This is an optimization exercise on Yosys and OpenROAD, whose aim is small area, a short achievable clock period and few clock cycles, not a production implementation. At most, simulation tests tie the RTL to the original design; equivalence was not proved. Power figures rest on the tool's default switching activity, not on a simulated workload.

==> inputs of 05-06 <==
## rate_monotonic_task_picker
module rate_monotonic_task_picker #(
  parameter int MAX_TASKS = rmtp_pkg::MaxTasksDef
) (
  input  logic                          clk_i,
  input  logic                          rst_ni,
  input  logic                          in_valid_i,
  output logic                          in_stall_o,
  input  logic [92:0]                   in_data_i,
  output logic                          out_valid_o,
  input  logic                          out_stall_i,
  output logic [4:0]                    out_data_o,
  input  logic                          cfg_we_i,
  input  logic [0:0]                    cfg_idx_i,
  input  logic [4:0]                    cfg_wdata_i
);
Settings: LEC_CHECK=0, CAP_MARGIN=20, CORE_MARGIN=2, CORE_UTILIZATION=45, CTS_CLUSTER_DIAMETER=80, CTS_CLUSTER_SIZE=30, PLACE_DENSITY=0.62, SETUP_SLACK_MARGIN=4.5, SLEW_MARGIN=20, TNS_END_PERCENT=10; clock period 10.0 ns.
standard.sh (not shown) runs the stock make flow with config.mk's settings and CLKGATE_MAP_FILE= SYNTH_SCRIPT=/design/flow/synth_recipe.tcl, a recipe that flattens the netlist after the stock synthesis.
==> flow/flow/run.sh <==
#!/bin/bash
# The standard layout (standard.sh), with two changes to how it is made:
# timing repair may resize a cell to one of another footprint, and the port
# buffers are buf_4 cells.
set -euo pipefail
bash standard.sh MATCH_CELL_FOOTPRINT=0 "BUFFER_PORTS_ARGS=-buffer_cell sky130_fd_sc_hd__buf_4" finish > standard.log 2>&1
==> inputs of 02-23, as changes to 05-06 <==
==> flow/design.v (replaced) <==
`timescale 1ns / 1ps
package rmtp_pkg;
  localparam int MaxTasksDef = 16;
  localparam int CfgDataW = 5;
  localparam int CfgIdxW  = 1;
  localparam logic [CfgIdxW-1:0] REG_TASK_COUNT = 1'd0;
  localparam logic [CfgIdxW-1:0] REG_IDLE_TASK  = 1'd1;
  localparam logic [2:0] OP_LOAD     = 3'd0;
  localparam logic [2:0] OP_TICK     = 3'd1;
  localparam logic [2:0] OP_SET      = 3'd2;
  localparam logic [2:0] OP_WAKE_REQ = 3'd3;
  localparam logic [2:0] OP_WAIT_REQ = 3'd4;
  localparam logic [1:0] ST_OTHER   = 2'd0;
  localparam logic [1:0] ST_READY   = 2'd1;
  localparam logic [1:0] ST_RUNNING = 2'd2;
  localparam logic [1:0] ST_WAIT    = 2'd3;
  typedef struct packed {
    logic [2:0]  opcode;
    logic [3:0]  task_index;
    logic [15:0] period;
    logic [15:0] deadline;
    logic [1:0]  new_state;
    logic [15:0] wait_ticks;
    logic [3:0]  current_task;
    logic [31:0] now;
  } in_item_t;
  typedef struct packed {
    logic [3:0] chosen_idx;
    logic       is_idle;
  } out_item_t;
  typedef enum logic [2:0] {
    STEP_NONE,
    STEP_CHG_RD,
    STEP_CHG_WR,
    STEP_SCAN,
    STEP_POST
  } step_e;
  typedef struct packed {
    logic  take;
    step_e step;
  } cmd_t;
  typedef struct packed {
    logic scan_done;
    logic out_free;
  } status_t;
endpackage
`timescale 1ns / 1ps
module rmtp_ctrl (
  input  logic       clk_i,
  input  logic       rst_ni,
  input  logic       in_valid_i,
  input  logic [2:0] in_opcode_i,
  output logic       in_stall_o,
  output logic       take_o,
  input  logic       out_stall_i,
  output logic       out_valid_o
);
  logic out_vld_q;
  assign in_stall_o  = out_vld_q;
  assign take_o      = in_valid_i && !out_vld_q;
  assign out_valid_o = out_vld_q;
  always_ff @(posedge clk_i or negedge rst_ni) begin
    if (!rst_ni) begin
      out_vld_q <= 1'b0;
    end else if (take_o && in_opcode_i == rmtp_pkg::OP_TICK) begin
      out_vld_q <= 1'b1;
    end else if (!out_stall_i) begin
      out_vld_q <= 1'b0;
    end
  end
endmodule
`timescale 1ns / 1ps
module rmtp_dpath (
  input  logic                              clk_i,
  input  logic                              rst_ni,
  input  logic                              take_i,
  input  rmtp_pkg::in_item_t                in_data_i,
  output rmtp_pkg::out_item_t               out_data_o,
  input  logic                              cfg_we_i,
  input  logic [rmtp_pkg::CfgIdxW-1:0]      cfg_idx_i,
  input  logic [rmtp_pkg::CfgDataW-1:0]     cfg_wdata_i
);
  localparam int N = 16;
  logic [N-1:0][15:0] per_q, dl_q, qt_q, tmr_q;
  logic [N-1:0][31:0] rel_q;
  logic [N-1:0][1:0]  st_q;
  logic [N-1:0]       wake_q, wait_q;
  logic [N-1:0][N-1:0] le_q;
  logic [4:0]          task_count_q;
  logic [3:0]          idle_task_q;
  logic [31:0]         now_q;
  logic            is_load, is_tick, is_set, is_wake, is_wait;
  logic [N-1:0]    ksel, csel, act;
  logic [3:0]      cur;
  logic            chg_en, refill;
  logic [15:0]     q_cur, p_cur, q_dec;
  logic [31:0]     r_cur, r_sum;
  logic [N-1:0]    p_lt, p_eq;
  assign is_load = take_i && in_data_i.opcode == rmtp_pkg::OP_LOAD;
  assign is_tick = take_i && in_data_i.opcode == rmtp_pkg::OP_TICK;
  assign is_set  = take_i && in_data_i.opcode == rmtp_pkg::OP_SET;
  assign is_wake = take_i && in_data_i.opcode == rmtp_pkg::OP_WAKE_REQ;
  assign is_wait = take_i && in_data_i.opcode == rmtp_pkg::OP_WAIT_REQ;
  assign cur     = in_data_i.current_task;
  assign chg_en  = is_tick && cur != idle_task_q;
  assign q_cur  = qt_q[cur];
  assign p_cur  = per_q[cur];
  assign r_cur  = rel_q[cur];
  assign q_dec  = q_cur - 16'd1;
  assign refill = (q_cur == 16'd1) || wait_q[cur];
  assign r_sum  = r_cur + 32'(p_cur);
  always_comb begin
    for (int i = 0; i < N; i++) begin
      ksel[i] = in_data_i.task_index == 4'(i);
      csel[i] = cur == 4'(i);
      act[i]  = (task_count_q[4] || task_count_q[3:0] > 4'(i)) && idle_task_q != 4'(i);
      p_lt[i] = per_q[i] < in_data_i.period;
      p_eq[i] = per_q[i] == in_data_i.period;
    end
  end
  for (genvar i = 0; i < N; i++) begin : g_ent
    logic [1:0]  st_nx;
    logic [15:0] tmr_nx;
    logic        wk_hit, tm_dec;
    always_comb begin
      wk_hit = st_q[i] == rmtp_pkg::ST_WAIT && wake_q[i];
      tm_dec = st_q[i] == rmtp_pkg::ST_WAIT && !wake_q[i] && tmr_q[i] != 16'd0;
      st_nx  = st_q[i];
      tmr_nx = tmr_q[i];
      if (wk_hit || (tm_dec && tmr_q[i] == 16'd1)) begin
        st_nx = rmtp_pkg::ST_READY;
      end
      if (tm_dec) begin
        tmr_nx = tmr_q[i] - 16'd1;
      end
    end
    always_ff @(posedge clk_i) begin
      if (is_load && ksel[i]) begin
        per_q[i] <= in_data_i.period;
        dl_q[i]  <= in_data_i.deadline;
      end
      if (is_load && ksel[i]) begin
        qt_q[i] <= in_data_i.deadline;
      end else if (chg_en && csel[i]) begin
        qt_q[i] <= refill ? dl_q[i] : q_dec;
      end
      if (is_load && ksel[i]) begin
        rel_q[i] <= 32'd1;
      end else if (chg_en && csel[i] && refill) begin
        rel_q[i] <= r_sum;
      end
      if (is_set && ksel[i]) begin
        tmr_q[i] <= in_data_i.wait_ticks;
      end else if (is_tick && act[i]) begin
        tmr_q[i] <= tmr_nx;
      end
    end
    always_ff @(posedge clk_i or negedge rst_ni) begin
      if (!rst_ni) begin
        st_q[i]   <= rmtp_pkg::ST_OTHER;
        wake_q[i] <= 1'b0;
        wait_q[i] <= 1'b0;
      end else begin
        if (is_set && ksel[i]) begin
          st_q[i] <= in_data_i.new_state;
        end else if (is_tick && act[i]) begin
          st_q[i] <= st_nx;
        end
        if (is_wake && ksel[i]) begin
          wake_q[i] <= 1'b1;
        end else if (is_tick && act[i] && wk_hit) begin
          wake_q[i] <= 1'b0;
        end
        if (is_wait && ksel[i]) begin
          wait_q[i] <= 1'b1;
        end else if (chg_en && csel[i] && refill) begin
          wait_q[i] <= 1'b0;
        end
      end
    end
    for (genvar j = i + 1; j < N; j++) begin : g_ord
      always_ff @(posedge clk_i) begin
        if (is_load && ksel[i]) begin
          le_q[i][j] <= !p_lt[j];
        end else if (is_load && ksel[j]) begin
          le_q[i][j] <= p_lt[i] || p_eq[i];
        end
      end
    end
  end
  always_ff @(posedge clk_i) begin
    if (is_tick) begin
      now_q <= in_data_i.now;
    end
  end
  always_ff @(posedge clk_i or negedge rst_ni) begin
    if (!rst_ni) begin
      task_count_q <= '0;
      idle_task_q  <= '0;
    end else if (cfg_we_i) begin
      if (cfg_idx_i == rmtp_pkg::REG_TASK_COUNT) begin
        task_count_q <= cfg_wdata_i;
      end else begin
        idle_task_q <= cfg_wdata_i[3:0];
      end
    end
  end
  logic [N-1:0] rdy, win;
  logic [3:0]   win_idx;
  always_comb begin
    for (int i = 0; i < N; i++) begin
      rdy[i] = act[i] && (st_q[i] == rmtp_pkg::ST_READY || st_q[i] == rmtp_pkg::ST_RUNNING) &&
               rel_q[i] <= now_q;
    end
    for (int i = 0; i < N; i++) begin
      win[i] = rdy[i];
      for (int j = 0; j < N; j++) begin
        if (j < i) begin
          win[i] = win[i] && (!rdy[j] || !le_q[j][i]);
        end else if (j > i) begin
          win[i] = win[i] && (!rdy[j] || le_q[i][j]);
        end
      end
    end
    win_idx = '0;
    for (int i = 0; i < N; i++) begin
      if (win[i]) begin
        win_idx = win_idx | 4'(i);
      end
    end
    out_data_o.chosen_idx = (|rdy) ? win_idx : idle_task_q;
    out_data_o.is_idle    = !(|rdy);
  end
endmodule
`timescale 1ns / 1ps
module rate_monotonic_task_picker #(
  parameter int MAX_TASKS = rmtp_pkg::MaxTasksDef
) (
  input  logic                          clk_i,
  input  logic                          rst_ni,
  input  logic                          in_valid_i,
  output logic                          in_stall_o,
  input  logic [92:0]                   in_data_i,
  output logic                          out_valid_o,
  input  logic                          out_stall_i,
  output logic [4:0]                    out_data_o,
  input  logic                          cfg_we_i,
  input  logic [0:0]                    cfg_idx_i,
  input  logic [4:0]                    cfg_wdata_i
);
  rmtp_pkg::in_item_t  in_item;
  rmtp_pkg::out_item_t out_item;
  logic                take;
  assign in_item    = rmtp_pkg::in_item_t'(in_data_i);
  assign out_data_o = out_item;
  rmtp_ctrl u_ctrl (
    .clk_i       (clk_i),
    .rst_ni      (rst_ni),
    .in_valid_i  (in_valid_i),
    .in_opcode_i (in_item.opcode),
    .in_stall_o  (in_stall_o),
    .take_o      (take),
    .out_stall_i (out_stall_i),
    .out_valid_o (out_valid_o)
  );
  rmtp_dpath u_dpath (
    .clk_i       (clk_i),
    .rst_ni      (rst_ni),
    .take_i      (take),
    .in_data_i   (in_item),
    .out_data_o  (out_item),
    .cfg_we_i    (cfg_we_i),
    .cfg_idx_i   (cfg_idx_i),
    .cfg_wdata_i (cfg_wdata_i)
  );
endmodule
==> flow/run.sh (new file) <==
#!/bin/bash
# synth_recipe.tcl (not shown) runs the flow's synth.tcl, then flattens the netlist and writes it again
# the make line also repeats each setting of config.mk as NAME=value (left out here)
make -C /OpenROAD-flow-scripts/flow DESIGN_CONFIG=/design/flow/config.mk WORK_HOME=/design/flow/orfs CLKGATE_MAP_FILE= SYNTH_SCRIPT=/design/flow/synth_recipe.tcl finish
==> flow/config.mk (replaced) <==
export PLATFORM = sky130hd
export DESIGN_NAME = rate_monotonic_task_picker
export DESIGN_NICKNAME = rate_monotonic_task_picker
export VERILOG_FILES = /design/flow/design.v
export SDC_FILE = /design/flow/constraint.sdc
export NUM_CORES = 4
export LEC_CHECK = 0
export CAP_MARGIN = 20
export CORE_MARGIN = 2
export CORE_UTILIZATION = 40
export PLACE_DENSITY = 0.6
export SLEW_MARGIN = 20
removed: flow/flow/run.sh
removed: flow/standard.sh
==> inputs of 07-25, as changes to 05-06 <==
==> flow/config.mk (replaced) <==
export PLATFORM = sky130hd
export DESIGN_NAME = rate_monotonic_task_picker
export DESIGN_NICKNAME = rate_monotonic_task_picker
export VERILOG_FILES = /design/flow/design.v
export SDC_FILE = /design/flow/constraint.sdc
export NUM_CORES = 4
export LEC_CHECK = 0
export CAP_MARGIN = 20
export CORE_MARGIN = 2
export CORE_UTILIZATION = 45
export CTS_CLUSTER_DIAMETER = 70
export CTS_CLUSTER_SIZE = 25
export PLACE_DENSITY = 0.62
export SETUP_SLACK_MARGIN = 5
export SLEW_MARGIN = 20
export TNS_END_PERCENT = 5
==> qor summary <==
Outcome: 02-23 finished clean; 07-25 finished clean; 05-06 finished clean
Time the final worst path needs with I/O delays and setup: 02-23 8.690 ns; 07-25 5.788 ns; 05-06 5.826 ns
Detailed-route wire length: 02-23 330.5 mm; 07-25 442.5 mm; 05-06 435.9 mm
Critical Path Fanout Max: 02-23 11; 07-25 10; 05-06 15
Part of the power in the clock network: 02-23 42.4%; 07-25 37.3%; 05-06 35.4%
Endpoint class of the critical path: 02-23 primary output; 07-25 register; 05-06 register
CTS clock-pin slew for the worst setup and hold paths: 02-23 0.06 ns; 07-25 0.08 ns; 05-06 0.10 ns
Path length in cells of the critical path: 02-23 16; 07-25 17; 05-06 15
Detailed route wirelength on metal3: 02-23 30.16 mm; 07-25 58.20 mm; 05-06 59.04 mm
Part of the power in combinational logic: 02-23 11.1%; 07-25 12.9%; 05-06 13.0%
Via count of the first global-routing pass: 02-23 72,620; 07-25 74,850; 05-06 73,390
Number of instances in the synthesized netlist: 02-23 9,103; 07-25 8,168; 05-06 8,168
Avg Inst Size Synth: 02-23 10.59 um^2; 07-25 11.93 um^2; 05-06 11.93 um^2
Synthesized net count: 02-23 10,040; 07-25 9,161; 05-06 9,161
Final core occ: 02-23 45.00%; 07-25 52.38%; 05-06 51.68%
Total routing resource utilization after global routing: 02-23 26.36%; 07-25 38.79%; 05-06 37.88%
DP Worst Slack: 02-23 1.424 ns; 07-25 1.688 ns; 05-06 1.837 ns
Global Route met2 Usage: 02-23 41.01%; 07-25 56.63%; 05-06 54.86%
Quantity of gates resized following cts: 02-23 0; 07-25 235; 05-06 204
Yosys synthesis warning count: 02-23 2; 07-25 4; 05-06 4
Testbench counts of 05-06, summed over its fixed seeds: cycles 8,596.
Testbench counts of 07-25, summed over its fixed seeds: cycles 8,596.
No functional check of the RTL was part of 02-23.

## separate check: timing with driven ports
The flow's constraints put no driver on any port. The routed layouts listed below were extracted and timed again, unchanged, in two steps. Step 1 (the two cells are an assumption about what drives the block):
set clk [get_ports {clk_i}]
set_driving_cell -lib_cell sky130_fd_sc_hd__clkbuf_16 $clk
set_driving_cell -lib_cell sky130_fd_sc_hd__buf_2 [delete_from_list [all_inputs] $clk]
Step 2, shift: input delay + t, output delay - t, t = (earliest + latest rising clock arrival at the registers) / 2. This alone moves slack from input paths to output paths. a / b / c = ideal ports / drivers / drivers and shift; a / b = the first two.
run | t, ns | slack for setup (ns) | pins driven straight from the clock port
05-06 | 0.930 | 4.174 / 3.940 / 3.009 | 1
02-23 | 0.961 | 1.310 / 1.208 / 1.372 | 1
07-25 | 0.941 | 4.212 / 3.984 / 3.044 | 1
After both steps setup and hold are still met in every run listed. For 07-25, which loses most, drivers alone change the setup slack by -0.228 ns; drivers and shift together by -1.168 ns.
